This is an optimization exercise on Yosys and OpenROAD, whose aim is small area, a short achievable clock period and few clock cycles, not a production implementation.
At most, simulation tests tie the RTL to the original design; equivalence was not proved.
No functional check of the RTL was part of runs 2 to 4.
Power figures rest on the tool's default switching activity, not on a simulated workload.

## flow/design.v (module list and top-level ports; edited modules follow where they fit)
// module ftdfr_cpa: 376 lines
// module ftdfr_mac: 712 lines
// module force_torque_packet_deframer_core: 200 lines
module force_torque_packet_deframer_core (
  input  logic                     clk_i,
  input  logic                     rst_ni,
  input  logic                     in_valid_i,
  output logic                     in_stall_o,
  input  logic [BYTE_W-1:0]        rx_byte_i,
  output logic                     out_valid_o,
  input  logic                     out_stall_i,
  output logic signed [PROD_W-1:0] force_x_o,
  output logic signed [PROD_W-1:0] force_y_o,
  output logic signed [PROD_W-1:0] force_z_o,
  output logic signed [PROD_W-1:0] torque_x_o,
  output logic signed [PROD_W-1:0] torque_y_o,
  output logic signed [PROD_W-1:0] torque_z_o,
  output logic [SKIP_W-1:0]        skipped_bytes_o,
  input  logic                     cfg_valid_i,
  output logic                     cfg_ready_o,
  input  logic [CFG_IDX_W-1:0]     cfg_index_i,
  input  logic [GAIN_W-1:0]        cfg_data_i
);
  // ...
==> flow/flow/run.sh <==
#!/bin/bash
# The standard layout (the standard.sh), with these changes to how the
# layout is made, none to the design's registers or the constraints:
#  - after the standard synthesis, polarity.py re-polarises the full adders
#    (a full adder is self-dual) to drop most inverters between them; the
#    registers and all other cells stay as synthesis made them;
#  - the port buffers are buf_1 cells instead of the delay buffer that
#    buffer_ports picks on its own (every port still gets its own buffer);
set -euo pipefail
export BUFFER_PORTS_ARGS="-buffer_cell sky130_fd_sc_hd__buf_1"
export SETUP_SLACK_MARGIN=7.55
RES=orfs/results/${FLOW_PLATFORM}/force_torque_packet_deframer_core/base
bash standard.sh synth > flow_synth.log 2>&1
cp $RES/1_2_yosys.v flow_synth_netlist.v
python3 flow/polarity.py flow_synth_netlist.v $RES/1_2_yosys.v > flow_polarity.log 2>&1
rm -f $RES/1_synth.odb $RES/1_synth.sdc
bash standard.sh > flow_layout.log 2>&1
test -s out/final.def
==> flow/flow/polarity.py <==
#!/usr/bin/env python3
"""Re-polarise full adders in a Yosys gate netlist to remove inverters.

A full adder is self-dual: fa(~a, ~b, ~c) = (~sum, ~cout). For each fa cell we
may choose to feed it the complements of its inputs, in which case its outputs
carry the complements of what they carried. Inverters (inv_N) between cells are
dissolved into (signal, phase) pairs; after choosing each adder's polarity to
need as few complemented signals as possible, one inverter is rebuilt for each
signal that some pin needs in the phase its driver does not give. Registers and
every other cell are left exactly as they are.

usage: polarity.py IN.v OUT.v
"""
import re, sys, random, collections

src = open(sys.argv[1]).read()
OUTPINS = {"X", "Y", "Q", "Q_N", "COUT", "SUM", "HI", "LO", "GCLK"}
inst_re = re.compile(r"^  (sky130_fd_sc_hd__\w+) (\S+) +\((.*?)\n  \);\n", re.S | re.M)
pin_re = re.compile(r"\.(\w+)\((.*?)\)(?:,|\s*$)", re.M)

insts = []
for m in inst_re.finditer(src):
    typ, name, body = m.group(1), m.group(2), m.group(3)
    pins = [(p, n.strip()) for p, n in pin_re.findall(body)]
    insts.append([typ, name, pins, m.start(), m.end()])

ports = set()
for m in re.finditer(r"^\s*(input|output|inout)\s+(?:\[(\d+):(\d+)\]\s+)?(\S+);", src, re.M):
    _, hi, lo, nm = m.groups()
    if hi is None:
        ports.add(nm)
    else:
        for i in range(min(int(hi), int(lo)), max(int(hi), int(lo)) + 1):
            ports.add(f"{nm}[{i}]")

def is_inv(t):
    return re.fullmatch(r"sky130_fd_sc_hd__inv_\d+", t) is not None
def is_fa(t):
    return re.fullmatch(r"sky130_fd_sc_hd__fa_\d+", t) is not None

driver = {}
for idx, (typ, name, pins, _, _) in enumerate(insts):
    for p, n in pins:
        if p in OUTPINS:
            driver[n] = (idx, p)

# removable inverters: output is not a port
removable = set()
for idx, (typ, name, pins, _, _) in enumerate(insts):
    if is_inv(typ):
        d = dict(pins)
        if d["Y"] not in ports and not d["A"].startswith("1'"):
            removable.add(idx)

memo = {}
def root(n):
    if n in memo:
        return memo[n]
    d = driver.get(n)
    if d is not None and d[0] in removable:
        a = dict(insts[d[0]][2])["A"]
        r, ph = root(a)
        res = (r, ph ^ 1)
    else:
        res = (n, 0)
    memo[n] = res
    return res

fas = [i for i, it in enumerate(insts) if is_fa(it[0])]
frozen = set()
for i in fas:
    for p, n in insts[i][2]:
        if p in OUTPINS and n in ports:
            frozen.add(i)
pol = {i: 0 for i in fas}
root_drv_fa = {}
for i in fas:
    for p, n in insts[i][2]:
        if p in OUTPINS:
            root_drv_fa[n] = i

# consumer pins: (inst idx, pin, root, phase)
cons = []
for idx, (typ, name, pins, _, _) in enumerate(insts):
    if idx in removable:
        continue
    for p, n in pins:
        if p in OUTPINS or n.startswith("1'"):
            continue
        r, ph = root(n)
        cons.append((idx, p, r, ph))
# output ports are consumers too (phase 0 of their own net's root)
port_need = []
for n in ports:
    if n in driver and driver[n][0] in removable:
        pass  # kept inverter drives it (not removable), can't happen
need = collections.defaultdict(lambda: [0, 0])
by_fa_in = collections.defaultdict(list)
def need_phase(c):
    idx, p, r, ph = c
    return ph ^ pol[idx] if idx in pol else ph
for c in cons:
    need[c[2]][need_phase(c)] += 1
    if c[0] in pol:
        by_fa_in[c[0]].append(c)
def dpol(r):
    i = root_drv_fa.get(r)
    return pol[i] if i is not None else 0
def cost_r(r):
    return 1 if need[r][1 - dpol(r)] > 0 else 0
fa_out_roots = {i: [n for p, n in insts[i][2] if p in OUTPINS] for i in fas}
def flip(i):
    for c in by_fa_in[i]:
        need[c[2]][need_phase(c)] -= 1
    pol[i] ^= 1
    for c in by_fa_in[i]:
        need[c[2]][need_phase(c)] += 1
def local_roots(i):
    return set(c[2] for c in by_fa_in[i]) | set(fa_out_roots[i])
total = sum(cost_r(r) for r in list(need.keys()))
print("inverters before", len(removable), "needed at start", total, file=sys.stderr)
random.seed(1)
improved = True
rounds = 0
while improved and rounds < 100:
    improved = False
    rounds += 1
    order = [i for i in fas if i not in frozen]
    random.shuffle(order)
    for i in order:
        rs = local_roots(i)
        before = sum(cost_r(r) for r in rs)
        flip(i)
        after = sum(cost_r(r) for r in rs)
        if after < before:
            improved = True
        else:
            flip(i)
total = sum(cost_r(r) for r in list(need.keys()))
print("needed after", total, "flipped", sum(pol.values()), file=sys.stderr)

# rebuild
def esc(n):
    return n + " " if n.startswith("\\") else n
newinv = {}
new_wires = []
new_cells = []
cnt = 0
def phys(r, ph):
    global cnt
    if ph == dpol(r):
        return r
    if r not in newinv:
        w = f"_pol{cnt}_"
        cnt += 1
        newinv[r] = w
        new_wires.append(w)
        new_cells.append(f"  sky130_fd_sc_hd__inv_1 _polinv{cnt}_ (\n    .A({esc(r)}),\n    .Y({w})\n  );\n")
    return newinv[r]
repl = {}
for c in cons:
    idx, p, r, ph = c
    repl[(idx, p)] = phys(r, need_phase(c))
out = []
pos = 0
for idx, (typ, name, pins, s, e) in enumerate(insts):
    out.append(src[pos:s])
    pos = e
    if idx in removable:
        continue
    body = ",\n".join(f"    .{p}({esc(repl.get((idx, p), n))})" for p, n in pins)
    out.append(f"  {typ} {name} (\n{body}\n  );\n")
out.append(src[pos:])
res = "".join(out)
k = res.rindex("endmodule")
res = res[:k] + "".join(new_cells) + res[k:]
# declare new wires after the module header
k = res.index(";\n", res.index("module ")) + 2
res = res[:k] + "".join(f"  wire {w};\n" for w in new_wires) + res[k:]
open(sys.argv[2], "w").write(res)
print("inverters after", len(new_cells) + 0, file=sys.stderr)
==> flow/standard.sh <==
#!/bin/bash
# synth_recipe.tcl (not shown) runs the flow's synth.tcl, then flattens the netlist and writes it again
# the make line also repeats each setting of config.mk as NAME=value (left out here)
make -C /OpenROAD-flow-scripts/flow DESIGN_CONFIG=/design/flow/config.mk WORK_HOME=/design/flow/orfs CLKGATE_MAP_FILE= SYNTH_SCRIPT=/design/flow/synth_recipe.tcl "${@:-finish}"
==> flow/config.mk <==
export PLATFORM = sky130hd
export DESIGN_NAME = force_torque_packet_deframer_core
export DESIGN_NICKNAME = force_torque_packet_deframer_core
export VERILOG_FILES = /design/flow/design.v
export SDC_FILE = /design/flow/constraint.sdc
export NUM_CORES = 4
export LEC_CHECK = 0
export CAP_MARGIN = 20
export CORE_MARGIN = 2
export CORE_UTILIZATION = 60
export CTS_CLUSTER_DIAMETER = 100
export CTS_CLUSTER_SIZE = 25
export SLEW_MARGIN = 20
==> flow/constraint.sdc <==
create_clock -name core_clock -period 11.0 [get_ports {clk_i}]
set_input_delay 2.2000 -clock core_clock [delete_from_list [all_inputs] [get_ports {clk_i}]]
set_output_delay 2.2000 -clock core_clock [all_outputs]
set_load 0.01 [all_outputs]
==> results.tsv, run 1 <==
stage	metric	value	unit
status	outcome	finished clean	
grt	total gr overflow	0	
cts	TritonCTS buffer count	28	
setup_path	worst setup path class	register to register	
cts	post-CTS setup buffers	0	
grt	initial antenna violation count	0	
timing	Max Freq	296	MHz
pwr	total power draw	0.00389	W
layout	share of post-route cells with drive strength above 1	9.95	%
pwr	Comb power frac	3.4	%
setup_path	crit path to	res_q[2][46]$_DFFE_PP_	
grt	Most Crowded Layer GR	met2	
layout	leading cell type in the layout, fill and taps excluded	buf_1	
pwr	clock power share	30.4	%
layout	commonest non-fill, non-tap cells in the layout	399 x buf_1, 352 x edfxtp_1, 180 x fa_1	
logic_synthesis	syn nets	2259	
logic_synthesis	YS warnings	2	
pwr	PwrDens	124	nW/um^2
timing	crit share post-route	30.7	%
die	core area	46500	um^2
pwr	clk pwr	0.00118	W
layout	bufs w/o clock	432	
layout	sequential share of cell area	51.5	%
detailed_routing	DR iter-0 viols	1461	
timing	hold slack final	0.470	ns
setup_path	Slowest Stage Delay on Critical Path	0.55	ns
layout	biggest regs	res_q (336), acc_c_q (56), acc_s_q (56)	
cts	Bufs on Longest Clock Path	3	
die	Die Wd	221	um
setup_path	CP cell instances	ha_1, a21oi_1, o21ai_1, a221oi_1, o21ai_2, o31ai_4, o21ai_2, a221o_1, a21oi_1, xnor2_2	
pwr	internal power component	0.00305	W
cts	Worst-path clk slew	0.11	ns
detailed_routing	metal2 WL	34000	um
grt	number of global-route vias before repair	17300	
detailed_routing	drt via density	5.96	
logic_synthesis	Cells after Synth	1953	
detailed_routing	final WL	69200	um
Testbench counts, summed over its fixed seeds: cycles 31,381.
==> module force_torque_packet_deframer_core, before the edit <==
module force_torque_packet_deframer_core (
  input  logic                     clk_i,
  input  logic                     rst_ni,
  input  logic                     in_valid_i,
  output logic                     in_stall_o,
  input  logic [BYTE_W-1:0]        rx_byte_i,
  output logic                     out_valid_o,
  input  logic                     out_stall_i,
  output logic signed [PROD_W-1:0] force_x_o,
  output logic signed [PROD_W-1:0] force_y_o,
  output logic signed [PROD_W-1:0] force_z_o,
  output logic signed [PROD_W-1:0] torque_x_o,
  output logic signed [PROD_W-1:0] torque_y_o,
  output logic signed [PROD_W-1:0] torque_z_o,
  output logic [SKIP_W-1:0]        skipped_bytes_o,
  input  logic                     cfg_valid_i,
  output logic                     cfg_ready_o,
  input  logic [CFG_IDX_W-1:0]     cfg_index_i,
  input  logic [GAIN_W-1:0]        cfg_data_i
);
  localparam logic [1:0] PH_HUNT = 2'd0, PH_ZERO = 2'd1, PH_PACKET = 2'd2;
  logic [GAIN_W-1:0] force_gain_q, torque_gain_q;
  assign cfg_ready_o = 1'b1;
  always_ff @(posedge clk_i or negedge rst_ni) begin
    if (!rst_ni) begin
      force_gain_q  <= FORCE_GAIN_RST;
      torque_gain_q <= TORQUE_GAIN_RST;
    end else if (cfg_valid_i) begin
      if (cfg_index_i == CFG_FORCE_GAIN)  force_gain_q  <= cfg_data_i;
      if (cfg_index_i == CFG_TORQUE_GAIN) torque_gain_q <= cfg_data_i;
    end
  end
  logic              tk_q;
  logic              stall_q;
  logic              accept;
  logic              is00_q, is17_q;
  logic [3:0]        one_q, two_q, neg_q;
  logic              b7_q;
  logic [3:0]        one_d, two_d, neg_d;
  logic [8:0]        bx;
  assign in_stall_o = stall_q;
  assign accept     = in_valid_i && !stall_q;
  assign bx = {rx_byte_i, 1'b0};
  always_comb begin
    for (int i = 0; i < 4; i++) begin
      one_d[i] = bx[2*i+1] ^ bx[2*i];
      two_d[i] = (bx[2*i+2] && !bx[2*i+1] && !bx[2*i]) || (!bx[2*i+2] && bx[2*i+1] && bx[2*i]);
      neg_d[i] = bx[2*i+2];
    end
  end
  always_ff @(posedge clk_i) begin
    is00_q <= (rx_byte_i == SYNC_FIRST);
    is17_q <= (rx_byte_i == SYNC_SECOND);
  end
  logic [1:0]  phase_q, phase_d;
  logic [4:0]  pos_q, pos_d;           
  logic [SKIP_W-1:0] skip_q, skip_d;
  logic [1:0]  skip_inc;
  logic [SKIP_W:0] skip_sum;
  logic        pkt_end;
  logic        out_valid_q, out_valid_d;
  logic        stall_d;
  logic        step_q, first_q, shift_q, hold_q;
  logic        infield_d, first_d;
  logic        is00, is17;
  assign is00 = is00_q;
  assign is17 = is17_q;
  always_comb begin
    phase_d  = phase_q;
    pos_d    = pos_q;
    skip_inc = 2'd0;
    pkt_end  = 1'b0;
    if (tk_q) begin
      case (phase_q)
        PH_PACKET: begin
          if (pos_q == 5'(PACKET_BYTES - 1)) begin
            pkt_end = 1'b1;
            phase_d = PH_HUNT;
          end
          pos_d = pos_q + 5'd1;
        end
        PH_ZERO: begin
          if (is17) begin
            phase_d = PH_PACKET;
            pos_d   = 5'd2;
          end else if (is00) begin
            skip_inc = 2'd1;
          end else begin
            skip_inc = 2'd2;
            phase_d  = PH_HUNT;
          end
        end
        default: begin
          if (is00) begin
            phase_d = PH_ZERO;
          end else begin
            skip_inc = 2'd1;
          end
        end
      endcase
    end
    skip_sum = {1'b0, skip_q} + (SKIP_W + 1)'(skip_inc);
    skip_d   = skip_sum[SKIP_W] ? '1 : skip_sum[SKIP_W-1:0];
    if (pkt_end) skip_d = '0;
    out_valid_d = pkt_end || (out_valid_q && out_stall_i);
    stall_d = out_valid_d && (phase_d == PH_PACKET) && (pos_d >= 5'(FIELD_FIRST + 1));
    infield_d = (phase_d == PH_PACKET) && (pos_d >= 5'd4) && (pos_d <= 5'd21);
    first_d   = (phase_d == PH_PACKET) &&
                (pos_d == 5'd4 || pos_d == 5'd7 || pos_d == 5'd10 ||
                 pos_d == 5'd13 || pos_d == 5'd16 || pos_d == 5'd19);
  end
  always_ff @(posedge clk_i or negedge rst_ni) begin
    if (!rst_ni) begin
      tk_q        <= 1'b0;
      stall_q     <= 1'b0;
      phase_q     <= PH_HUNT;
      pos_q       <= '0;
      skip_q      <= '0;
      out_valid_q <= 1'b0;
      step_q      <= 1'b0;
      first_q     <= 1'b0;
      shift_q     <= 1'b0;
      hold_q      <= 1'b1;
    end else begin
      tk_q        <= accept;
      stall_q     <= stall_d;
      phase_q     <= phase_d;
      pos_q       <= pos_d;
      skip_q      <= skip_d;
      out_valid_q <= out_valid_d;
      step_q      <= accept && infield_d;
      first_q     <= accept && first_d;
      shift_q     <= accept && infield_d && !first_d;
      hold_q      <= !(accept && infield_d);
    end
  end
  always_ff @(posedge clk_i) begin
    gain_q <= (pos_d >= 5'd13) ? torque_gain_q : force_gain_q;
  end
  always_ff @(posedge clk_i) begin
    one_q <= (accept && infield_d) ? one_d : 4'd0;
    two_q <= (accept && infield_d) ? two_d : 4'd0;
    neg_q <= (accept && infield_d) ? neg_d : 4'd0;
    b7_q  <= accept && infield_d && !first_d && rx_byte_i[7];
  end
  localparam logic [PROD_W-1:0] ACC_INIT = 56'hFFFEAAAAAC0000;
  logic [PROD_W-1:0] acc_s_q, acc_c_q;
  logic [PROD_W-1:0] base_s, base_c;
  logic [PROD_W-1:0] mac_s, mac_c;
  logic [GAIN_W-1:0] gain_q;
  always_comb begin
    for (int k = 0; k < PROD_W; k++) begin
      base_s[k] = (hold_q && acc_s_q[k]) || (k >= 8 && shift_q && acc_s_q[k >= 8 ? k - 8 : 0]);
      base_c[k] = (hold_q && acc_c_q[k]) || (k >= 8 && shift_q && acc_c_q[k >= 8 ? k - 8 : 0]) ||
                  (first_q && ACC_INIT[k]);
    end
  end
  ftdfr_mac u_mac (
    .bs_i  (base_s),
    .bc_i  (base_c),
    .one_i (one_q),
    .two_i (two_q),
    .neg_i (neg_q),
    .b7_i  (b7_q),
    .stp_i (step_q),
    .g_i   (gain_q),
    .s_o   (mac_s),
    .c_o   (mac_c)
  );
  always_ff @(posedge clk_i) begin
    acc_s_q <= mac_s;
    acc_c_q <= mac_c;
  end
  logic [PROD_W-1:0] prod;
  logic [PROD_W-1:0] res_q [FIELD_COUNT];
  logic [SKIP_W-1:0] res_skip_q;
  ftdfr_cpa u_cpa (
    .a_i   (acc_s_q),
    .b_i   (acc_c_q),
    .sum_o (prod)
  );
  always_ff @(posedge clk_i) begin
    for (int i = 0; i < FIELD_COUNT; i++) begin
      if (phase_q == PH_PACKET && pos_q == 5'(FIELD_FIRST + FIELD_BYTES * (i + 1))) begin
        res_q[i] <= prod;
      end
    end
    if (pkt_end) begin
      res_skip_q <= skip_q;
    end
  end
  assign out_valid_o     = out_valid_q;
  assign force_x_o       = res_q[0];
  assign force_y_o       = res_q[1];
  assign force_z_o       = res_q[2];
  assign torque_x_o      = res_q[3];
  assign torque_y_o      = res_q[4];
  assign torque_z_o      = res_q[5];
  assign skipped_bytes_o = res_skip_q;
endmodule
==> inputs of run 2 (changes only) <==
--- a/flow/design.v
+++ b/flow/design.v
@@ -1176,7 +1176,8 @@
   logic        out_valid_q, out_valid_d;
   logic        stall_d;
   logic        step_q, first_q, shift_q, hold_q;
-  logic        infield_d, first_d;
+  logic        last_q, fdone_q;
+  logic        infield_d, first_d, last_d;
   logic        is00, is17;
   assign is00 = is00_q;
   assign is17 = is17_q;
@@ -1223,6 +1224,9 @@
     first_d   = (phase_d == PH_PACKET) &&
                 (pos_d == 5'd4 || pos_d == 5'd7 || pos_d == 5'd10 ||
                  pos_d == 5'd13 || pos_d == 5'd16 || pos_d == 5'd19);
+    last_d    = (phase_d == PH_PACKET) &&
+                (pos_d == 5'd6 || pos_d == 5'd9 || pos_d == 5'd12 ||
+                 pos_d == 5'd15 || pos_d == 5'd18 || pos_d == 5'd21);
   end
   always_ff @(posedge clk_i or negedge rst_ni) begin
     if (!rst_ni) begin
@@ -1236,6 +1240,8 @@
       first_q     <= 1'b0;
       shift_q     <= 1'b0;
       hold_q      <= 1'b1;
+      last_q      <= 1'b0;
+      fdone_q     <= 1'b0;
     end else begin
       tk_q        <= accept;
       stall_q     <= stall_d;
@@ -1247,6 +1253,8 @@
       first_q     <= accept && first_d;
       shift_q     <= accept && infield_d && !first_d;
       hold_q      <= !(accept && infield_d);
+      last_q      <= accept && last_d;
+      fdone_q     <= last_q;
     end
   end
   always_ff @(posedge clk_i) begin
@@ -1295,10 +1303,11 @@
     .sum_o (prod)
   );
   always_ff @(posedge clk_i) begin
-    for (int i = 0; i < FIELD_COUNT; i++) begin
-      if (phase_q == PH_PACKET && pos_q == 5'(FIELD_FIRST + FIELD_BYTES * (i + 1))) begin
-        res_q[i] <= prod;
+    if (fdone_q) begin
+      for (int i = 0; i < FIELD_COUNT - 1; i++) begin
+        res_q[i] <= res_q[i + 1];
       end
+      res_q[FIELD_COUNT - 1] <= prod;
     end
     if (pkt_end) begin
       res_skip_q <= skip_q;
--- a/flow/flow/run.sh
+++ b/flow/flow/run.sh
@@ -8,7 +8,7 @@
 #    buffer_ports picks on its own (every port still gets its own buffer);
 set -euo pipefail
 export BUFFER_PORTS_ARGS="-buffer_cell sky130_fd_sc_hd__buf_1"
-export SETUP_SLACK_MARGIN=7.55
+export SETUP_SLACK_MARGIN=7.45
 RES=orfs/results/${FLOW_PLATFORM}/force_torque_packet_deframer_core/base
 bash standard.sh synth > flow_synth.log 2>&1
 cp $RES/1_2_yosys.v flow_synth_netlist.v
--- a/flow/config.mk
+++ b/flow/config.mk
@@ -7,7 +7,7 @@
 export LEC_CHECK = 0
 export CAP_MARGIN = 20
 export CORE_MARGIN = 2
-export CORE_UTILIZATION = 60
+export CORE_UTILIZATION = 40
 export CTS_CLUSTER_DIAMETER = 100
 export CTS_CLUSTER_SIZE = 25
 export SLEW_MARGIN = 20
==> run 2 against run 1 <==
  * Setup slack got worse by 0.081 ns
  * Highest routed layer unchanged
  * Sequential power about the same
  * Final cell count increased by 11%
  * Register-to-register slack got worse by 0.04 ns
  * Sequential share of layout area decreased by 0.55 points
  * Synthesized area decreased by 0.19%
  * Largest cell class unchanged
  * Total power increased by 7.9%
  * Clock power increased by about 20%
  * Non-clock buffer count decreased by 7
  * Clock skew decreased by 0.017 ns
  * Routed wire length decreased by 4.8%
  * Critical path type is now register to output pin
==> results.tsv, run 2 <==
stage	metric	value	unit	change
setup_path	family with the most delay on the worst path	flip-flops		was compound AO/OA/AOI/OAI gates
logic_synthesis	YS warnings	2		unchanged
detailed_routing	drt via density	5.17		was 5.96
die	row cnt	97		was 79
timing	post-layout min period	3.46	ns	was 3.38 ns
die	Die Span Y	269	um	was 221 um
cts	Worst-path clk slew	0.10	ns	was 0.11 ns
layout	biggest regs	res_q (336), acc_c_q (56), acc_s_q (56)		unchanged
placement	Buffers on Ports	400		unchanged
layout	commonest non-fill, non-tap cells in the layout	398 x buf_1, 352 x edfxtp_1, 180 x fa_1		was 399 x buf_1, 352 x edfxtp_1, 180 x fa_1
pwr	Peak VDD IR	0.112	mV	was 0.138 mV
setup_path	CP cell instances	buf_1		was ha_1, a21oi_1, o21ai_1, a221oi_1, o21ai_2, o31ai_4, o21ai_2, a221o_1, a21oi_1, xnor2_2
layout	max reg flops	336		unchanged
layout	leading cell type in the layout, fill and taps excluded	buf_1		unchanged
timing	RSZ-0062 raised after global routing	no		was yes
min_path	WHS Endpoint	fdone_q$_DFF_PN0_		was res_skip_q[0]$_DFFE_PP_
logic_synthesis	synthesized area	28200	um^2	about the same
setup_path	Critical R2R Capture	acc_c_q[37]$_DFF_P_		was res_q[2][46]$_DFFE_PP_
die	core area	69900	um^2	was 46500 um^2
setup_path	worst setup path class	register to output pin		was register to register
cts	CTS tree	yes		unchanged
placement	DP HPWL	48600	um	was 48500 um
timing	Max Slew Vio Count	0		unchanged
grt	met2 Track Usage GR	28.1	%	was 46.4%
min_path	Hold Crit Class	register to register		unchanged
timing	Setup TNS	0	ns	unchanged
die	Initial Utilization	40.3	%	was 60.7%
timing	Final WS setup	7.54	ns	was 7.62 ns
detailed_routing	Initial DRT Pass Iterations	5		was 7
cts	CTS H-tree depth	2		was 1
grt	GR Util met3	3.95	%	was 3.51%
grt	GRT Overall Usage	17.8	%	was 28.0%
setup_path	type of element capturing the critical path	output pin		was register
detailed_routing	WL/cell	20.2	um	was 23.6 um
logic_synthesis	syn nets	2238		was 2259
grt	global-route wire length before repair	102000	um	was 106000 um
timing	Slew headroom	30.6	%	was 32.8%
die	die area	72500	um^2	was 48800 um^2
setup_path	worst path bufs/invs	1		was 0
logic_synthesis	Mapped Avg Cell Area	14.6	um^2	was 14.4 um^2
detailed_routing	DRC Markers	0		unchanged
setup_path	worst flop-to-flop path startpoint	shift_q$_DFF_PN0_		was acc_s_q[17]$_DFF_P_
timing	Max Freq	289	MHz	was 296 MHz
detailed_routing	DR iter-0 viols	1461		unchanged
grt	largest net degree at the start of global routing	82		was 98
layout	fin nets	2589		was 2606
status	outcome	finished clean		unchanged
grt	number of global-route vias before repair	17000		was 17300
setup_path	Critical Path AT	1.26	ns	was 3.71 ns
min_path	hold depth	0		unchanged
grt	total gr overflow	0		unchanged
die	IO Count	402		unchanged
pwr	Static Leak	12.4	nW	was 11.3 nW
setup_path	CP max-delay cell	edfxtp_1		was dfxtp_1
setup_path	Critical Path Start Type	register		unchanged
layout	Biggest register	res_q		unchanged
cts	CTS Sinks	607		was 605
timing	hold slack final	0.360	ns	was 0.470 ns
grt	GR Util met1	25.0	%	was 40.4%
setup_path	Req. time, crit path	8.80	ns	was 11.33 ns
layout	share of post-route cells with drive strength above 1	9.78	%	was 9.95%
setup_path	Slowest Stage Delay on Critical Path	0.50	ns	was 0.55 ns
timing	clock skew	0.0278	ns	was 0.0446 ns
placement	pre-CTS setup slack	7.27	ns	was 7.36 ns
layout	area grow syn2layout	12.9	%	was 11.0%
timing	Tightest Pin Transition	1.04	ns	was 1.01 ns
cts	Bufs on Longest Clock Path	3		unchanged
cts	TritonCTS buffer count	34		was 28
timing	crit share post-route	31.5	%	was 30.7%
placement	Placer Congestion	0.862		was 0.913
die	Die Wd	269	um	was 221 um
pwr	PwrDens	132	nW/um^2	was 124 nW/um^2
detailed_routing	DRT antenna net count	0		unchanged
setup_path	R2R cell count	8		was 10
grt	initial antenna violation count	1		was 0
grt	Most Crowded Layer GR	met2		unchanged
timing	final hold vios	0		unchanged
setup_path	flop-to-flop setup slack	7.58	ns	was 7.62 ns
run	max-cap check violation count	0		unchanged
cts	Root Buffer	clkbuf_16		unchanged
logic_synthesis	Cells after Synth	1934		was 1953
min_path	Hold Path Origin	last_q$_DFF_PN0_		was skip_q[0]$_DFF_PN0_
setup_path	critical-path maximum fanout	2		was 6
timing	Finish-stage setup viols	0		unchanged
detailed_routing	final WL	65800	um	was 69200 um
cts	later-pin clock latency in the skew report	0.59	ns	was 0.62 ns
detailed_routing	Via Count	16800		was 17400
==> run 2: report_power, final <==
group	total [W]	switching, W	internal, W
sequential	0.00259	0.000112	0.00248
clock	0.00142	0.000786	0.000631
combinational	0.000183	0.0000843	0.0000991
==> run 2: how the worst max path moves through the flow <==
stage | startpoint | slack [ns] | to | cells after the start
floorplan | cfg_index_i[0] | 7.53 | force_gain_q[10]$_DFFE_PN0P_ | 3
global placement | hold_q$_DFF_PN1_ | 7.27 | acc_c_q[37]$_DFF_P_ | 6
detailed placement | hold_q$_DFF_PN1_ | 7.27 | acc_c_q[37]$_DFF_P_ | 6
CTS | neg_q[2]$_SDFF_PN0_ | 7.45 | acc_c_q[37]$_DFF_P_ | 8
global route | neg_q[0]$_SDFF_PN0_ | 7.47 | acc_c_q[9]$_DFF_P_ | 8
finish | res_q[5][19]$_DFFE_PP_ | 7.54 | torque_z_o[19] | 1
==> run 2: cell type report <==
type / instances / area, um^2
diodes: 1 / 2.50
clock buffers: 47 / 910
clock inverters: 15 / 200
fillers: 6290 / 38100
inverters: 73 / 285
multi-input cells: 1144 / 11300
flip-flops and latches: 607 / 16200
well taps: 940 / 1180
repair buffers: 425 / 1710
==> run 2: timing repair <==
action,in CTS,in global routing
endpoints found under the setup margin,26,32
buffers inserted,0,6
hold buffers,0,0
resized for setup,6,7
gates cloned,0,0
==> run 2: metal layers <==
metal  vias to the layer above  part of all wire, %
met3                        89                  6.4
met1                      8481                   45
met2                       547                   46
met5                         -                    0
li1                       7689                    -
met4                         0                  2.5
==> run 2: per-stage QoR <==
stage / instances / utilization [%] / cell area (um^2) / power (W)
2_1_floorplan: 1934 / - / 28200 / 0.00275
3_3_place_gp: 3183 / 43.7 / 30600 / 0.00281
3_5_place_dp: 3183 / 43.7 / 30600 / 0.00282
4_1_cts: 3245 / 45.3 / 31700 / 0.00425
5_1_grt: 3251 / 45.5 / 31800 / 0.00436
6_report: 3252 / 45.5 / 31800 / 0.00419
==> inputs of run 3 (changes only) <==
--- a/flow/flow/run.sh
+++ b/flow/flow/run.sh
@@ -9,6 +9,7 @@
 set -euo pipefail
 export BUFFER_PORTS_ARGS="-buffer_cell sky130_fd_sc_hd__buf_1"
 export SETUP_SLACK_MARGIN=7.45
+export CTS_ARGS="-sink_clustering_enable -repair_clock_nets -sink_clustering_size 25 -sink_clustering_max_diameter 100 -branching_point_buffers_distance 1000 -distance_between_buffers 1000"
 RES=orfs/results/${FLOW_PLATFORM}/force_torque_packet_deframer_core/base
 bash standard.sh synth > flow_synth.log 2>&1
 cp $RES/1_2_yosys.v flow_synth_netlist.v
==> run 3 against run 2 <==
  * Maximum frequency unchanged
  * Critical path depth stayed put
  * Synthesized cell count did not move
  * Hold slack stayed put
  * Flip-flop and latch count did not move
  * Final cell count unchanged
  * Clock skew is the same
  * Setup slack is the same
  * Clock power barely moved
  * Total power did not move
  * Synthesized area is the same
  * Non-clock buffer count did not move
  * Largest power group unchanged
  * Highest routed layer unchanged
==> results.tsv, run 3 <==
stage	metric	value	unit	change
grt	global-route wire length before repair	102000	um	unchanged
pwr	Net Sw Frac	23.4	%	unchanged
die	Die Wd	269	um	unchanged
setup_path	worst setup path class	register to output pin		unchanged
cts	TritonCTS buffer count	34		unchanged
pwr	internal power component	0.00321	W	unchanged
placement	Buffers on Ports	400		unchanged
layout	area grow syn2layout	12.9	%	unchanged
layout	fin nets	2589		unchanged
setup_path	critical path depth	1		unchanged
logic_synthesis	YS warnings	2		unchanged
detailed_routing	DR iter-0 viols	1461		unchanged
die	IO Count	402		unchanged
min_path	Hold Crit Class	register to register		unchanged
setup_path	R2R cell count	8		unchanged
pwr	Static Leak	12.4	nW	unchanged
detailed_routing	final WL	65800	um	unchanged
setup_path	CP max-delay cell	edfxtp_1		unchanged
setup_path	Critical Path Start Type	register		unchanged
die	Initial Utilization	40.3	%	unchanged
cts	CTS H-tree depth	2		unchanged
layout	biggest regs	res_q (336), acc_c_q (56), acc_s_q (56)		unchanged
die	row cnt	97		unchanged
setup_path	flop-to-flop setup slack	7.58	ns	about the same
placement	Placer Congestion	0.862		unchanged
cts	later-pin clock latency in the skew report	0.59	ns	about the same
layout	Final Util	45.5	%	unchanged
layout	area of the multi-input gates	11300	um^2	unchanged
timing	Max Freq	289	MHz	unchanged
placement	placed instance area	30600	um^2	unchanged
layout	flip-flop and latch area	16200	um^2	unchanged
layout	Biggest register	res_q		unchanged
timing	Finish-stage setup viols	0		unchanged
die	Die Span Y	269	um	unchanged
setup_path	Critical R2R Capture	acc_c_q[37]$_DFF_P_		unchanged
die	die area	72500	um^2	unchanged
timing	Slew headroom	30.6	%	unchanged
min_path	WHS Endpoint	fdone_q$_DFF_PN0_		unchanged
setup_path	Slowest Stage Delay on Critical Path	0.50	ns	about the same
cts	Root Buffer	clkbuf_16		unchanged
die	core area	69900	um^2	unchanged
setup_path	Critical Path AT	1.26	ns	about the same
detailed_routing	DRT antenna net count	0		unchanged
detailed_routing	drt via density	5.17		unchanged
logic_synthesis	synthesized area	28200	um^2	unchanged
timing	clock skew	0.0278	ns	unchanged
pwr	Flop pwr share	61.8	%	about the same
layout	Final Instance Area	31800	um^2	unchanged
setup_path	type of element capturing the critical path	output pin		unchanged
cts	hold-fix buffers at CTS	0		unchanged
grt	GRT Overall Usage	17.8	%	unchanged
status	outcome	finished clean		unchanged
detailed_routing	WL/cell	20.2	um	unchanged
timing	hold slack final	0.360	ns	unchanged
detailed_routing	Via Count	16800		unchanged
layout	commonest non-fill, non-tap cells in the layout	398 x buf_1, 352 x edfxtp_1, 180 x fa_1		unchanged
pwr	clock power share	33.8	%	about the same
min_path	Hold Path Origin	last_q$_DFF_PN0_		unchanged
setup_path	critical-path maximum fanout	2		unchanged
layout	Fillers	6290		unchanged
placement	DP HPWL	48600	um	unchanged
pwr	Peak VDD IR	0.112	mV	unchanged
detailed_routing	DRC Markers	0		unchanged
layout	max reg flops	336		unchanged
setup_path	worst path bufs/invs	1		unchanged
timing	post-layout min period	3.46	ns	unchanged
setup_path	Req. time, crit path	8.80	ns	about the same
logic_synthesis	Cells after Synth	1934		unchanged
layout	share of post-route cells with drive strength above 1	9.78	%	unchanged
timing	Max Slew Vio Count	0		unchanged
pwr	Comb power frac	4.4	%	about the same
grt	total gr overflow	0		unchanged
cts	CTS tree	yes		unchanged
grt	number of global-route vias before repair	17000		unchanged
cts	CTS Sinks	607		unchanged
layout	leading cell type in the layout, fill and taps excluded	buf_1		unchanged
grt	initial antenna violation count	1		unchanged
run	max-cap check violation count	0		unchanged
setup_path	worst flop-to-flop path startpoint	shift_q$_DFF_PN0_		unchanged
timing	Tightest Pin Transition	1.04	ns	unchanged
cts	Bufs on Longest Clock Path	3		unchanged
timing	Setup TNS	0	ns	unchanged
timing	RSZ-0062 raised after global routing	no		unchanged
grt	largest net degree at the start of global routing	82		unchanged
setup_path	CP cell instances	buf_1		unchanged
timing	final hold vios	0		unchanged
setup_path	family with the most delay on the worst path	flip-flops		unchanged
logic_synthesis	syn nets	2238		unchanged
logic_synthesis	Mapped Avg Cell Area	14.6	um^2	unchanged
cts	Worst-path clk slew	0.10	ns	about the same
detailed_routing	Initial DRT Pass Iterations	5		unchanged
pwr	switching power	0.000982	W	unchanged
timing	crit share post-route	31.5	%	unchanged
pwr	PwrDens	132	nW/um^2	unchanged
min_path	hold depth	0		unchanged
run 3: worst max path at each step:
stage | startpoint | to | slack [ns]
2_1_floorplan | cfg_index_i[0] | force_gain_q[10]$_DFFE_PN0P_ | 7.53
3_3_place_gp | hold_q$_DFF_PN1_ | acc_c_q[37]$_DFF_P_ | 7.27
3_5_place_dp | hold_q$_DFF_PN1_ | acc_c_q[37]$_DFF_P_ | 7.27
4_1_cts | neg_q[2]$_SDFF_PN0_ | acc_c_q[37]$_DFF_P_ | 7.45
5_1_grt | neg_q[0]$_SDFF_PN0_ | acc_c_q[9]$_DFF_P_ | 7.47
6_report | res_q[5][19]$_DFFE_PP_ | torque_z_o[19] | 7.54
run 3: worst reg2reg max path, delay by kind of cell (launching register included):
kind            cells  cell delay, ns
buf+inv             3            0.47
flops               1            0.65
compound gates      1            0.45
fa+ha+maj           4            1.77
run 3: repair_timing:
action | 4_1_cts | 5_1_grt
endpoints found under the setup margin | 26 | 32
setup buffers | 0 | 6
gates resized for setup | 6 | 7
pin swaps | 0 | 0
run 3: cell type report:
class | instances | share of cell area (%)
flip-flops and latches | 607 | 51.0
multi-input cells | 1144 | 35.5
repair buffers | 425 | 5.39
well taps | 940 | 3.70
clock buffers | 47 | 2.86
inverters | 73 | 0.897
clock inverters | 15 | 0.630
diodes | 1 | 0.00787
run 3: metal layers:
metal | track usage, % | part of all wire, % | wire, um | vias to the layer above
met3 | 3.95 | 6.4 | 4190 | 89
li1 | - | - | - | 7689
met4 | 4.81 | 2.5 | 1660 | 0
met1 | 25.0 | 45 | 29500 | 8481
met5 | 0 | 0 | 0 | -
met2 | 28.1 | 46 | 30500 | 547
run 3: power by group through the flow:
stage               logic, W  registers [W]  clock network, W
floorplan           0.000184        0.00256                 0
global placement    0.000173        0.00264                 0
detailed placement  0.000182        0.00264                 0
CTS                 0.000184        0.00259           0.00147
global route        0.000204        0.00261           0.00155
finish              0.000183        0.00259           0.00142
run 3: per-stage QoR:
stage / total power [W] / setup slack, ns / cells
floorplan: 0.00275 / 7.53 / 1934
global placement: 0.00281 / 7.27 / 3183
detailed placement: 0.00282 / 7.27 / 3183
CTS: 0.00425 / 7.45 / 3245
global route: 0.00436 / 7.47 / 3251
finish: 0.00419 / 7.54 / 3252
==> inputs of run 4 (changes only) <==
--- a/flow/design.v
+++ b/flow/design.v
@@ -1134,15 +1134,27 @@
   input  logic [GAIN_W-1:0]        cfg_data_i
 );
   localparam logic [1:0] PH_HUNT = 2'd0, PH_ZERO = 2'd1, PH_PACKET = 2'd2;
-  logic [GAIN_W-1:0] force_gain_q, torque_gain_q;
+  logic [GAIN_W-1:0] gain_a_q, gain_b_q;
+  logic              gsel_q, gsel_d, gswap;
   assign cfg_ready_o = 1'b1;
+  assign gswap       = gsel_d != gsel_q;
   always_ff @(posedge clk_i or negedge rst_ni) begin
     if (!rst_ni) begin
-      force_gain_q  <= FORCE_GAIN_RST;
-      torque_gain_q <= TORQUE_GAIN_RST;
-    end else if (cfg_valid_i) begin
-      if (cfg_index_i == CFG_FORCE_GAIN)  force_gain_q  <= cfg_data_i;
-      if (cfg_index_i == CFG_TORQUE_GAIN) torque_gain_q <= cfg_data_i;
+      gain_a_q <= FORCE_GAIN_RST;
+      gain_b_q <= TORQUE_GAIN_RST;
+      gsel_q   <= 1'b0;
+    end else begin
+      gsel_q <= gsel_d;
+      if (cfg_valid_i && cfg_index_i == CFG_FORCE_GAIN) begin
+        gain_a_q <= cfg_data_i;
+      end else if (gswap) begin
+        gain_a_q <= gain_b_q;
+      end
+      if (cfg_valid_i && cfg_index_i == CFG_TORQUE_GAIN) begin
+        gain_b_q <= cfg_data_i;
+      end else if (gswap) begin
+        gain_b_q <= gain_a_q;
+      end
     end
   end
   logic              tk_q;
@@ -1176,8 +1188,7 @@
   logic        out_valid_q, out_valid_d;
   logic        stall_d;
   logic        step_q, first_q, shift_q, hold_q;
-  logic        last_q, fdone_q;
-  logic        infield_d, first_d, last_d;
+  logic        infield_d, first_d;
   logic        is00, is17;
   assign is00 = is00_q;
   assign is17 = is17_q;
@@ -1221,12 +1232,10 @@
     out_valid_d = pkt_end || (out_valid_q && out_stall_i);
     stall_d = out_valid_d && (phase_d == PH_PACKET) && (pos_d >= 5'(FIELD_FIRST + 1));
     infield_d = (phase_d == PH_PACKET) && (pos_d >= 5'd4) && (pos_d <= 5'd21);
+    gsel_d    = (phase_d == PH_PACKET) && (pos_d >= 5'd13);
     first_d   = (phase_d == PH_PACKET) &&
                 (pos_d == 5'd4 || pos_d == 5'd7 || pos_d == 5'd10 ||
                  pos_d == 5'd13 || pos_d == 5'd16 || pos_d == 5'd19);
-    last_d    = (phase_d == PH_PACKET) &&
-                (pos_d == 5'd6 || pos_d == 5'd9 || pos_d == 5'd12 ||
-                 pos_d == 5'd15 || pos_d == 5'd18 || pos_d == 5'd21);
   end
   always_ff @(posedge clk_i or negedge rst_ni) begin
     if (!rst_ni) begin
@@ -1240,8 +1249,6 @@
       first_q     <= 1'b0;
       shift_q     <= 1'b0;
       hold_q      <= 1'b1;
-      last_q      <= 1'b0;
-      fdone_q     <= 1'b0;
     end else begin
       tk_q        <= accept;
       stall_q     <= stall_d;
@@ -1253,14 +1260,9 @@
       first_q     <= accept && first_d;
       shift_q     <= accept && infield_d && !first_d;
       hold_q      <= !(accept && infield_d);
-      last_q      <= accept && last_d;
-      fdone_q     <= last_q;
     end
   end
   always_ff @(posedge clk_i) begin
-    gain_q <= (pos_d >= 5'd13) ? torque_gain_q : force_gain_q;
-  end
-  always_ff @(posedge clk_i) begin
     one_q <= (accept && infield_d) ? one_d : 4'd0;
     two_q <= (accept && infield_d) ? two_d : 4'd0;
     neg_q <= (accept && infield_d) ? neg_d : 4'd0;
@@ -1270,7 +1272,6 @@
   logic [PROD_W-1:0] acc_s_q, acc_c_q;
   logic [PROD_W-1:0] base_s, base_c;
   logic [PROD_W-1:0] mac_s, mac_c;
-  logic [GAIN_W-1:0] gain_q;
   always_comb begin
     for (int k = 0; k < PROD_W; k++) begin
       base_s[k] = (hold_q && acc_s_q[k]) || (k >= 8 && shift_q && acc_s_q[k >= 8 ? k - 8 : 0]);
@@ -1286,7 +1287,7 @@
     .neg_i (neg_q),
     .b7_i  (b7_q),
     .stp_i (step_q),
-    .g_i   (gain_q),
+    .g_i   (gain_a_q),
     .s_o   (mac_s),
     .c_o   (mac_c)
   );
@@ -1303,11 +1304,10 @@
     .sum_o (prod)
   );
   always_ff @(posedge clk_i) begin
-    if (fdone_q) begin
-      for (int i = 0; i < FIELD_COUNT - 1; i++) begin
-        res_q[i] <= res_q[i + 1];
+    for (int i = 0; i < FIELD_COUNT; i++) begin
+      if (phase_q == PH_PACKET && pos_q == 5'(FIELD_FIRST + FIELD_BYTES * (i + 1))) begin
+        res_q[i] <= prod;
       end
-      res_q[FIELD_COUNT - 1] <= prod;
     end
     if (pkt_end) begin
       res_skip_q <= skip_q;
--- a/flow/flow/run.sh
+++ b/flow/flow/run.sh
@@ -8,8 +8,7 @@
 #    buffer_ports picks on its own (every port still gets its own buffer);
 set -euo pipefail
 export BUFFER_PORTS_ARGS="-buffer_cell sky130_fd_sc_hd__buf_1"
-export SETUP_SLACK_MARGIN=7.45
-export CTS_ARGS="-sink_clustering_enable -repair_clock_nets -sink_clustering_size 25 -sink_clustering_max_diameter 100 -branching_point_buffers_distance 1000 -distance_between_buffers 1000"
+export SETUP_SLACK_MARGIN=7.62
 RES=orfs/results/${FLOW_PLATFORM}/force_torque_packet_deframer_core/base
 bash standard.sh synth > flow_synth.log 2>&1
 cp $RES/1_2_yosys.v flow_synth_netlist.v
--- a/flow/config.mk
+++ b/flow/config.mk
@@ -7,7 +7,7 @@
 export LEC_CHECK = 0
 export CAP_MARGIN = 20
 export CORE_MARGIN = 2
-export CORE_UTILIZATION = 40
+export CORE_UTILIZATION = 65
 export CTS_CLUSTER_DIAMETER = 100
 export CTS_CLUSTER_SIZE = 25
 export SLEW_MARGIN = 20
==> run 4 against run 3 <==
  * Still clean on timing, DRC and antenna
  * Die area down 39%
  * Final cell count down 9.4%
  * Sequential share of layout area down 0.75 points
  * Clock-buffer cell count unchanged
  * Synthesized cell count up 5.7%
  * Register-to-register slack better by 0.14 ns
  * Clock skew up 0.010 ns
  * Largest cell class unchanged
==> results.tsv, run 4 <==
stage	metric	value	unit	change
layout	biggest regs	res_q (336), acc_c_q (56), acc_s_q (56)		unchanged
logic_synthesis	Mapped Avg Cell Area	13.6	um^2	was 14.6 um^2
timing	Max Slew Vio Count	0		unchanged
setup_path	family with the most delay on the worst path	flip-flops		unchanged
die	row cnt	75		was 97
setup_path	CP max-delay cell	edfxtp_1		unchanged
die	Initial Utilization	66.2	%	was 40.3%
placement	Placer Congestion	0.908		was 0.862
grt	initial antenna violation count	0		was 1
setup_path	type of element capturing the critical path	output pin		unchanged
setup_path	Critical Path AT	1.22	ns	was 1.26 ns
die	Die Wd	211	um	was 269 um
die	core area	42100	um^2	was 69900 um^2
setup_path	CP cell instances	clkbuf_2		was buf_1
cts	later-pin clock latency in the skew report	0.62	ns	was 0.59 ns
timing	Setup TNS	0	ns	unchanged
logic_synthesis	Cells after Synth	2045		was 1934
detailed_routing	final WL	67100	um	was 65800 um
detailed_routing	Initial DRT Pass Iterations	6		was 5
run	max-cap check violation count	0		unchanged
status	outcome	finished clean		unchanged
timing	Slew headroom	35.9	%	was 30.6%
layout	share of post-route cells with drive strength above 1	7.94	%	was 9.78%
cts	Worst-path clk slew	0.11	ns	was 0.10 ns
cts	Root Buffer	clkbuf_16		unchanged
pwr	PwrDens	118	nW/um^2	was 132 nW/um^2
cts	CTS Sinks	574		was 607
logic_synthesis	synthesized area	27900	um^2	was 28200 um^2
timing	Max Freq	293	MHz	was 289 MHz
pwr	clock power share	30.2	%	was 33.8%
detailed_routing	WL/cell	22.8	um	was 20.2 um
detailed_routing	DRC Markers	0		unchanged
detailed_routing	DRT antenna net count	0		unchanged
setup_path	Req. time, crit path	8.80	ns	about the same
cts	TritonCTS buffer count	26		was 34
detailed_routing	Via Count	17700		was 16800
timing	hold slack final	0.464	ns	was 0.360 ns
grt	global-route wire length before repair	102000	um	about the same
layout	Biggest register	res_q		unchanged
detailed_routing	DR iter-0 viols	1509		was 1461
setup_path	worst path bufs/invs	1		unchanged
detailed_routing	drt via density	6.02		was 5.17
pwr	Static Leak	11.6	nW	was 12.4 nW
grt	largest net degree at the start of global routing	98		was 82
timing	crit share post-route	31.1	%	was 31.5%
cts	CTS tree	yes		unchanged
pwr	Peak VDD IR	0.134	mV	was 0.112 mV
die	die area	44600	um^2	was 72500 um^2
timing	clock skew	0.0383	ns	was 0.0278 ns
timing	Tightest Pin Transition	0.961	ns	was 1.04 ns
logic_synthesis	YS warnings	2		unchanged
setup_path	critical-path maximum fanout	1		was 2
setup_path	worst setup path class	register to output pin		unchanged
setup_path	Critical Path Start Type	register		unchanged
layout	commonest non-fill, non-tap cells in the layout	363 x buf_1, 352 x edfxtp_1, 179 x fa_1		was 398 x buf_1, 352 x edfxtp_1, 180 x fa_1
die	Die Span Y	211	um	was 269 um
layout	Antenna Cells	0		was 1
cts	hold-fix buffers at CTS	0		unchanged
placement	DP HPWL	48200	um	was 48600 um
grt	total gr overflow	0		unchanged
min_path	Hold Crit Class	register to register		unchanged
cts	Bufs on Longest Clock Path	3		unchanged
pwr	Net Sw Frac	22.3	%	was 23.4%
timing	Finish-stage setup viols	0		unchanged
layout	leading cell type in the layout, fill and taps excluded	buf_1		unchanged
grt	number of global-route vias before repair	17400		was 17000
cts	CTS H-tree depth	1		was 2
timing	post-layout min period	3.42	ns	was 3.46 ns
die	IO Count	402		unchanged
pwr	switching power	0.000815	W	was 0.000982 W
logic_synthesis	syn nets	2351		was 2238
layout	fin nets	2692		was 2589
timing	final hold vios	0		unchanged
grt	GRT Overall Usage	30.0	%	was 17.8%
timing	RSZ-0062 raised after global routing	yes		was no
placement	Buffers on Ports	400		unchanged
pwr	internal power component	0.00284	W	was 0.00321 W
setup_path	Slowest Stage Delay on Critical Path	0.45	ns	was 0.50 ns
pwr	Flop pwr share	66.6	%	was 61.8%
layout	max reg flops	336		unchanged
layout	area grow syn2layout	10.9	%	was 12.9%
pwr	Comb power frac	3.2	%	was 4.4%
[run 4: layer usage]
metal,wire length (um),vias up,track usage (%),share of wire [%]
met4,2190,0,9.20,3.3
met5,0,-,0,0
li1,-,8009,-,-
met1,27300,8886,41.3,41
met2,33300,728,50.6,50
met3,4300,112,3.79,6.4
[run 4: area by class of cell]
class / instances / area [um^2]
multi-input combinational: 1271 / 11800
inverter: 77 / 294
clock buffer: 47 / 731
tap: 539 / 674
sequential: 574 / 15500
clock inverter: 1 / 16.3
timing repair buffer: 436 / 1870
fill: 2830 / 11200
[run 4: power by group through the flow]
stage               Clock [W]  Sequential, W  Combinational [W]
finish                0.00110        0.00243           0.000117
global route          0.00118        0.00244           0.000135
CTS                   0.00112        0.00243           0.000115
detailed placement          0        0.00247           0.000114
global placement            0        0.00247           0.000107
floorplan                   0        0.00240           0.000128
[run 4: final timing paths]
kind                                   startpoint                 endpoint  slack, ns  cells past startpoint
setup / recovery           res_q[3][30]$_DFFE_PP_           torque_x_o[30]       7.58                      1
hold reg to reg               skip_q[0]$_DFF_PN0_  res_skip_q[0]$_DFFE_PP_       0.46                      0
max in group asynchronous                  rst_ni        shift_q$_DFF_PN0_       8.24                      2
hold / removal                skip_q[0]$_DFF_PN0_  res_skip_q[0]$_DFFE_PP_       0.46                      0
setup reg to reg              acc_s_q[15]$_DFF_P_   res_q[4][49]$_DFFE_PP_       7.72                     10
min in group asynchronous                  rst_ni  gain_b_q[3]$_DFFE_PN0P_       1.54                      1
[run 4: timing repair]
| item | 4_1_cts | 5_1_grt |
|---|---|---|
| hold endpoints to repair | 0 | 0 |
| gates resized for setup | 37 | 59 |
| pin swaps | 0 | 7 |
| cloned | 0 | 0 |
| buffers inserted | 2 | 6 |
| setup endpoints to repair | 235 | 250 |
[run 4: per-stage QoR]
step	cell area [um^2]	setup slack, ns	std cells	util, %	power (W)
final	30900	7.58	2945	73.4	0.00365
after global routing	30900	7.56	2945	73.4	0.00376
after CTS	30700	7.57	2939	72.9	0.00366
after detailed placement	29800	7.35	2889	70.8	0.00259
after global placement	29800	7.45	2889	70.8	0.00258
after floorplan	27900	7.35	2045	-	0.00252
==> inputs of run 5 (changes only) <==
--- a/flow/design.v
+++ b/flow/design.v
@@ -1230,7 +1230,7 @@
     skip_d   = skip_sum[SKIP_W] ? '1 : skip_sum[SKIP_W-1:0];
     if (pkt_end) skip_d = '0;
     out_valid_d = pkt_end || (out_valid_q && out_stall_i);
-    stall_d = out_valid_d && (phase_d == PH_PACKET) && (pos_d >= 5'(FIELD_FIRST + 1));
+    stall_d = out_valid_d && (phase_d == PH_PACKET) && (pos_d >= 5'(FIELD_FIRST + 2));
     infield_d = (phase_d == PH_PACKET) && (pos_d >= 5'd4) && (pos_d <= 5'd21);
     gsel_d    = (phase_d == PH_PACKET) && (pos_d >= 5'd13);
     first_d   = (phase_d == PH_PACKET) &&
@@ -1305,7 +1305,8 @@
   );
   always_ff @(posedge clk_i) begin
     for (int i = 0; i < FIELD_COUNT; i++) begin
-      if (phase_q == PH_PACKET && pos_q == 5'(FIELD_FIRST + FIELD_BYTES * (i + 1))) begin
+      if (phase_q == PH_PACKET && pos_q == 5'(FIELD_FIRST + FIELD_BYTES * (i + 1)) &&
+          !out_valid_q) begin
         res_q[i] <= prod;
       end
     end
--- a/flow/config.mk
+++ b/flow/config.mk
@@ -7,7 +7,7 @@
 export LEC_CHECK = 0
 export CAP_MARGIN = 20
 export CORE_MARGIN = 2
-export CORE_UTILIZATION = 65
+export CORE_UTILIZATION = 72
 export CTS_CLUSTER_DIAMETER = 100
 export CTS_CLUSTER_SIZE = 25
 export SLEW_MARGIN = 20
==> run 5 against run 4 <==
  * Still clean
  * Total power fell by 0.48%
  * Sequential power barely moved
  * Final cell count fell by 0.78%
  * Clock power barely moved
  * Via count rose by 3.4%
  * Setup slack improved by 0.027 ns
  * Flip-flop and latch count did not move
  * Utilization rose by 7.2 points
  * Critical path type unchanged
  * Largest power group unchanged
  * Highest routed layer unchanged
==> results.tsv, run 5 <==
stage	metric	value	unit	change
setup_path	critical-path maximum fanout	1		unchanged
timing	clock skew	0.0473	ns	was 0.0383 ns
layout	area grow syn2layout	11.2	%	was 10.9%
cts	CTS Sinks	574		unchanged
pwr	Flop pwr share	66.8	%	was 66.6%
logic_synthesis	Mapped Avg Cell Area	13.7	um^2	was 13.6 um^2
setup_path	worst flop-to-flop path startpoint	acc_s_q[5]$_DFF_P_		was acc_s_q[15]$_DFF_P_
logic_synthesis	Cells after Synth	2044		was 2045
placement	Buffers on Ports	400		unchanged
cts	Bufs on Longest Clock Path	3		unchanged
grt	GRT Overall Usage	33.4	%	was 30.0%
setup_path	Req. time, crit path	8.80	ns	about the same
detailed_routing	DR iter-0 viols	1820		was 1509
timing	Finish-stage setup viols	0		unchanged
setup_path	worst path bufs/invs	1		unchanged
placement	pre-CTS setup slack	7.25	ns	was 7.35 ns
setup_path	Critical Path Source	res_q[0][36]$_DFFE_PP_		was res_q[3][30]$_DFFE_PP_
setup_path	Critical Path Start Type	register		unchanged
layout	biggest regs	res_q (336), acc_c_q (56), acc_s_q (56)		unchanged
setup_path	Critical R2R Capture	res_q[0][49]$_DFFE_PP_		was res_q[4][49]$_DFFE_PP_
setup_path	CP cell instances	clkbuf_2		unchanged
grt	GR Util met3	3.60	%	was 3.79%
layout	leading cell type in the layout, fill and taps excluded	buf_1		unchanged
grt	Most Crowded Layer GR	met2		unchanged
setup_path	CP max-delay cell	edfxtp_1		unchanged
grt	total gr overflow	0		unchanged
pwr	Peak VDD IR	0.134	mV	about the same
detailed_routing	drt via density	6.28		was 6.02
pwr	internal power component	0.00283	W	was 0.00284 W
die	IO Count	402		unchanged
pwr	Comb power frac	3.2	%	about the same
grt	initial antenna violation count	0		unchanged
grt	met2 Track Usage GR	57.5	%	was 50.6%
grt	global-route wire length before repair	104000	um	was 102000 um
timing	Final WS setup	7.61	ns	was 7.58 ns
setup_path	Critical Path AT	1.19	ns	was 1.22 ns
layout	Antenna Cells	0		unchanged
timing	crit share post-route	30.8	%	was 31.1%
detailed_routing	DRC Markers	0		unchanged
timing	RSZ-0062 raised after global routing	yes		unchanged
setup_path	worst setup path class	register to output pin		unchanged
pwr	total power draw	0.00363	W	was 0.00365 W
timing	Slew headroom	25.7	%	was 35.9%
detailed_routing	final WL	68300	um	was 67100 um
layout	share of post-route cells with drive strength above 1	7.49	%	was 7.94%
die	row cnt	72		was 75
die	core area	38500	um^2	was 42100 um^2
layout	Biggest register	res_q		unchanged
detailed_routing	WL/cell	23.4	um	was 22.8 um
setup_path	Slowest Stage Delay on Critical Path	0.43	ns	was 0.45 ns
pwr	Static Leak	11.7	nW	was 11.6 nW
pwr	switching power	0.000799	W	was 0.000815 W
layout	Final Util	80.6	%	was 73.4%
logic_synthesis	YS warnings	2		unchanged
cts	TritonCTS buffer count	26		unchanged
logic_synthesis	syn nets	2350		was 2351
timing	Tightest Pin Transition	1.11	ns	was 0.961 ns
setup_path	family with the most delay on the worst path	flip-flops		unchanged
cts	Worst-path clk slew	0.10	ns	was 0.11 ns
setup_path	critical path depth	1		unchanged
die	die area	40300	um^2	was 44600 um^2
detailed_routing	Initial DRT Pass Iterations	6		unchanged
placement	DP HPWL	48100	um	was 48200 um
timing	Max Slew Vio Count	0		unchanged
setup_path	type of element capturing the critical path	output pin		unchanged
layout	commonest non-fill, non-tap cells in the layout	364 x buf_1, 352 x edfxtp_1, 179 x fa_1		was 363 x buf_1, 352 x edfxtp_1, 179 x fa_1
cts	hold-fix buffers at CTS	0		unchanged
grt	largest net degree at the start of global routing	98		unchanged
die	Initial Utilization	72.5	%	was 66.2%
setup_path	R2R cell count	7		was 10
cts	later-pin clock latency in the skew report	0.61	ns	was 0.62 ns
grt	number of global-route vias before repair	17900		was 17400
setup_path	flop-to-flop setup slack	7.70	ns	was 7.72 ns
die	Die Span Y	201	um	was 211 um
die	Die Wd	201	um	was 211 um
pwr	clock power share	30.0	%	was 30.2%
detailed_routing	DRT antenna net count	0		unchanged
cts	CTS tree	yes		unchanged
timing	final hold vios	0		unchanged
cts	Root Buffer	clkbuf_16		unchanged
pwr	PwrDens	117	nW/um^2	was 118 nW/um^2
pwr	Net Sw Frac	22.0	%	was 22.3%
grt	GR Util met1	45.3	%	was 41.3%
status	outcome	finished clean		unchanged
setup_path	crit path to	force_x_o[36]		was torque_x_o[30]
layout	fin nets	2690		was 2692
logic_synthesis	synthesized area	27900	um^2	about the same
detailed_routing	Via Count	18300		was 17700
timing	post-layout min period	3.39	ns	was 3.42 ns
placement	Placer Congestion	0.942		was 0.908
cts	CTS H-tree depth	1		unchanged
timing	Setup TNS	0	ns	unchanged
min_path	Hold Crit Class	register to register		unchanged
run	max-cap check violation count	0		unchanged
timing	Max Freq	295	MHz	was 293 MHz
layout	max reg flops	336		unchanged
-- run 5: metal layers --
metal  vias to the layer above  share of wire, %
met5                         -                 0
met4                         0               3.7
met3                       156               7.4
met2                      1009                51
met1                      9127                38
li1                       8050                 -
-- run 5: repair_timing --
action,in CTS,in global routing
setup buffers,3,5
cloned,0,1
endpoints found under the setup margin,221,236
resized for setup,36,60
pin swaps,1,8
-- run 5: how the worst min path moves through the flow --
stage,slack [ns],depth (start not counted),to,startpoint
after floorplan,0.42,0,res_skip_q[13]$_DFFE_PP_,skip_q[13]$_DFF_PN0_
final,0.47,0,res_skip_q[0]$_DFFE_PP_,skip_q[0]$_DFF_PN0_
after global routing,0.48,0,res_skip_q[0]$_DFFE_PP_,skip_q[0]$_DFF_PN0_
after detailed placement,0.45,0,res_skip_q[0]$_DFFE_PP_,skip_q[0]$_DFF_PN0_
after CTS,0.47,0,res_skip_q[0]$_DFFE_PP_,skip_q[0]$_DFF_PN0_
after global placement,0.45,0,res_skip_q[0]$_DFFE_PP_,skip_q[0]$_DFF_PN0_
-- run 5: final cells by class --
type | instances | area (um^2)
clock buffers | 47 | 731
clock inverters | 1 | 16.3
fillers | 2194 | 7450
inverters | 77 | 294
multi-input cells | 1267 | 11900
flip-flops and latches | 574 | 15500
well taps | 518 | 648
repair buffers | 438 | 1910
-- run 5: power groups by stage --
stage               clock [W]  combinational (W)  sequential (W)
floorplan                   0           0.000126         0.00239
CTS                   0.00110           0.000112         0.00242
finish                0.00109           0.000116         0.00243
global route          0.00117           0.000134         0.00244
detailed placement          0           0.000111         0.00247
global placement            0           0.000105         0.00247
-- run 5: stage by stage --
| step | hold WS [ns] | area, um^2 | cells |
|---|---|---|---|
| after floorplan | 0.423 | 28000 | 2044 |
| after global placement | 0.447 | 29900 | 2864 |
| after detailed placement | 0.446 | 29900 | 2864 |
| after CTS | 0.469 | 30800 | 2915 |
| after global routing | 0.484 | 31000 | 2922 |
| final | 0.466 | 31000 | 2922 |
Testbench counts of run 5, summed over its fixed seeds: cycles 31,328.
==> inputs of run 6 (changes only) <==
--- a/flow/config.mk
+++ b/flow/config.mk
@@ -7,7 +7,7 @@
 export LEC_CHECK = 0
 export CAP_MARGIN = 20
 export CORE_MARGIN = 2
-export CORE_UTILIZATION = 72
+export CORE_UTILIZATION = 65
 export CTS_CLUSTER_DIAMETER = 100
 export CTS_CLUSTER_SIZE = 25
 export SLEW_MARGIN = 20
==> run 6 against run 5 <==
  * Routed wire length grew 0.37%
  * Utilization shrank 7.1 points
  * Non-clock buffer count is the same
  * Global-route usage shrank 3.0 points
  * Hold slack gained 0.0049 ns
  * Sequential share of layout area grew 0.058 points
  * Via count shrank 2.2%
  * Synthesized cell count is the same
  * Combinational power shrank 3%
  * Critical path depth is the same
  * Sequential power is essentially flat
  * Critical path type unchanged
  * Largest cell class unchanged
  * Largest power group unchanged
==> results.tsv, run 6 <==
stage	metric	value	unit	change
setup_path	CP max-delay cell	edfxtp_1		unchanged
layout	leading cell type in the layout, fill and taps excluded	buf_1		unchanged
setup_path	Critical Path AT	1.19	ns	about the same
setup_path	CP cell instances	buf_6		was clkbuf_2
grt	initial antenna violation count	0		unchanged
die	die area	44600	um^2	was 40300 um^2
logic_synthesis	Mapped Avg Cell Area	13.7	um^2	unchanged
cts	Root Buffer	clkbuf_16		unchanged
logic_synthesis	syn nets	2350		unchanged
grt	largest net degree at the start of global routing	98		unchanged
run	max-cap check violation count	0		unchanged
cts	TritonCTS buffer count	26		unchanged
layout	flip-flop and latch area	15500	um^2	about the same
timing	Slew headroom	28.3	%	was 25.7%
die	IO Count	402		unchanged
cts	Worst-path clk slew	0.10	ns	about the same
timing	post-layout min period	3.39	ns	about the same
layout	area of the multi-input gates	11800	um^2	was 11900 um^2
placement	Placer Congestion	0.964		was 0.942
cts	CTS tree	yes		unchanged
cts	CTS H-tree depth	1		unchanged
detailed_routing	drt via density	6.09		was 6.28
placement	Buffers on Ports	400		unchanged
layout	fin nets	2690		unchanged
placement	DP HPWL	49200	um	was 48100 um
timing	RSZ-0062 raised after global routing	yes		unchanged
setup_path	critical-path maximum fanout	1		unchanged
timing	Max Slew Vio Count	0		unchanged
layout	Antenna Cells	0		unchanged
die	core area	42100	um^2	was 38500 um^2
pwr	Peak VDD IR	0.137	mV	was 0.134 mV
detailed_routing	Initial DRT Pass Iterations	5		was 6
grt	total gr overflow	0		unchanged
layout	commonest non-fill, non-tap cells in the layout	361 x buf_1, 352 x edfxtp_1, 179 x fa_1		was 364 x buf_1, 352 x edfxtp_1, 179 x fa_1
layout	Fillers	2867		was 2194
grt	number of global-route vias before repair	17500		was 17900
setup_path	worst path bufs/invs	1		unchanged
grt	GRT Overall Usage	30.5	%	was 33.4%
logic_synthesis	Cells after Synth	2044		unchanged
layout	Biggest register	res_q		unchanged
detailed_routing	WL/cell	23.3	um	was 23.4 um
timing	crit share post-route	30.8	%	about the same
min_path	Hold Crit Class	register to register		unchanged
cts	hold-fix buffers at CTS	0		unchanged
setup_path	Req. time, crit path	8.80	ns	about the same
logic_synthesis	synthesized area	27900	um^2	unchanged
detailed_routing	DRC Markers	0		unchanged
timing	Max Freq	295	MHz	about the same
layout	max reg flops	336		unchanged
die	row cnt	75		was 72
detailed_routing	DR iter-0 viols	1649		was 1820
layout	biggest regs	res_q (336), acc_c_q (56), acc_s_q (56)		unchanged
layout	Layout Cells excl Fill	2943		was 2922
cts	Bufs on Longest Clock Path	3		unchanged
layout	share of post-route cells with drive strength above 1	7.24	%	was 7.49%
die	Die Wd	211	um	was 201 um
timing	Tightest Pin Transition	1.07	ns	was 1.11 ns
detailed_routing	final WL	68500	um	was 68300 um
timing	Setup TNS	0	ns	unchanged
cts	CTS Sinks	574		unchanged
setup_path	Slowest Stage Delay on Critical Path	0.44	ns	was 0.43 ns
timing	Finish-stage setup viols	0		unchanged
pwr	Static Leak	11.6	nW	was 11.7 nW
cts	later-pin clock latency in the skew report	0.60	ns	was 0.61 ns
setup_path	worst setup path class	register to output pin		unchanged
grt	global-route wire length before repair	103000	um	was 104000 um
setup_path	Critical Path Start Type	register		unchanged
pwr	PwrDens	117	nW/um^2	about the same
timing	final hold vios	0		unchanged
setup_path	type of element capturing the critical path	output pin		unchanged
die	Die Span Y	211	um	was 201 um
timing	clock skew	0.0266	ns	was 0.0473 ns
layout	area grow syn2layout	11.0	%	was 11.2%
detailed_routing	DRT antenna net count	0		unchanged
die	Initial Utilization	66.2	%	was 72.5%
status	outcome	finished clean		unchanged
placement	placed insts	2885		was 2864
pwr	total power draw	0.00363	W	about the same
setup_path	family with the most delay on the worst path	flip-flops		unchanged
detailed_routing	Via Count	17900		was 18300
logic_synthesis	YS warnings	2		unchanged
-- run 6: routing by layer --
layer | GRT usage, % | vias up | share of wire, %
met4 | 7.92 | 0 | 2.6
met1 | 40.8 | 9053 | 39
met3 | 4.62 | 98 | 6.9
met5 | 0 | - | 0
li1 | - | 8047 | -
met2 | 52.6 | 739 | 51
-- run 6: final timing paths --
check	cells past startpoint	startpoint	end	slack, ns
setup / recovery	1	res_q[2][42]$_DFFE_PP_	force_z_o[42]	7.61
hold / removal	1	stall_q$_DFF_PN0_	tk_q$_DFF_PN0_	0.47
setup reg to reg	9	acc_s_q[9]$_DFF_P_	res_q[0][50]$_DFFE_PP_	7.65
hold reg to reg	1	stall_q$_DFF_PN0_	tk_q$_DFF_PN0_	0.47
max in group asynchronous	2	rst_ni	out_valid_q$_DFF_PN0_	8.22
min in group asynchronous	1	rst_ni	gain_b_q[3]$_DFFE_PN0P_	1.56
-- run 6: through the flow --
step,hold slack [ns],cell area (um^2),utilization (%),worst slack [ns]
3_3_place_gp,0.457,29900,71.0,7.46
3_5_place_dp,0.454,29900,71.0,7.29
5_1_grt,0.497,31000,73.5,7.56
6_report,0.471,31000,73.5,7.61
2_1_floorplan,0.423,28000,-,6.46
4_1_cts,0.478,30800,73.1,7.59
-- run 6: where the power goes --
group	internal, W	switching [W]
Sequential	0.00232	0.000105
Clock	0.000457	0.000633
Combinational	0.0000547	0.0000575
Total	0.00283	0.000795
-- run 6: cell type report --
type                       instances  share of cell area, %
clock buffer                      47                   2.37
clock inverter                     1                 0.0525
inverter                          77                  0.949
multi-input combinational       1267                   38.2
sequential                       574                   50.1
tap                              539                   2.18
timing repair buffer             438                   6.14
-- run 6: timing repair --
action,in CTS,in global routing
endpoints found under the setup margin,211,250
pin swaps,1,6
cloned,0,1
buffers inserted,5,4
gates resized for setup,28,63

-- static timing again, ports no longer ideal --
The flow's constraints put no driver on any port. The routed layouts listed below were extracted and timed again, unchanged, in two steps.
Step 1 (the two cells are an assumption about what drives the block):
set clk [get_ports {clk_i}]
set_driving_cell -lib_cell sky130_fd_sc_hd__clkbuf_16 $clk
set_driving_cell -lib_cell sky130_fd_sc_hd__buf_2 [delete_from_list [all_inputs] $clk]
Step 2 adds t to the input delays and takes it off the output delays; t is the mean of the earliest and latest rising clock arrival at the registers after step 1. Input paths then give back, and output paths get back, about the clock's delay inside the block.
a / b / c = ideal ports / drivers / drivers and shift; a / b = the first two.
run | t (ns) | slack for setup (ns) | worst setup path after step 2 | cell pins on the clock port's net
run 1 | 0.653 | 7.618 / 7.566 / 7.382 | input to register | 1
run 2 | 0.645 | 7.537 / 7.473 / 7.379 | input to register | 1
run 3 | 0.645 | 7.537 / 7.473 / 7.379 | input to register | 1
run 4 | 0.655 | 7.581 / 7.523 / 7.436 | input to register | 1
run 5 | 0.646 | 7.608 / 7.549 / 7.414 | input to register | 1
run 6 | 0.649 | 7.607 / 7.545 / 7.510 | input to register | 1
After both steps setup and hold are still met in every run listed. The setup slack of run 1, which loses most, moves by -0.052 ns with the drivers and by -0.236 ns with both steps.
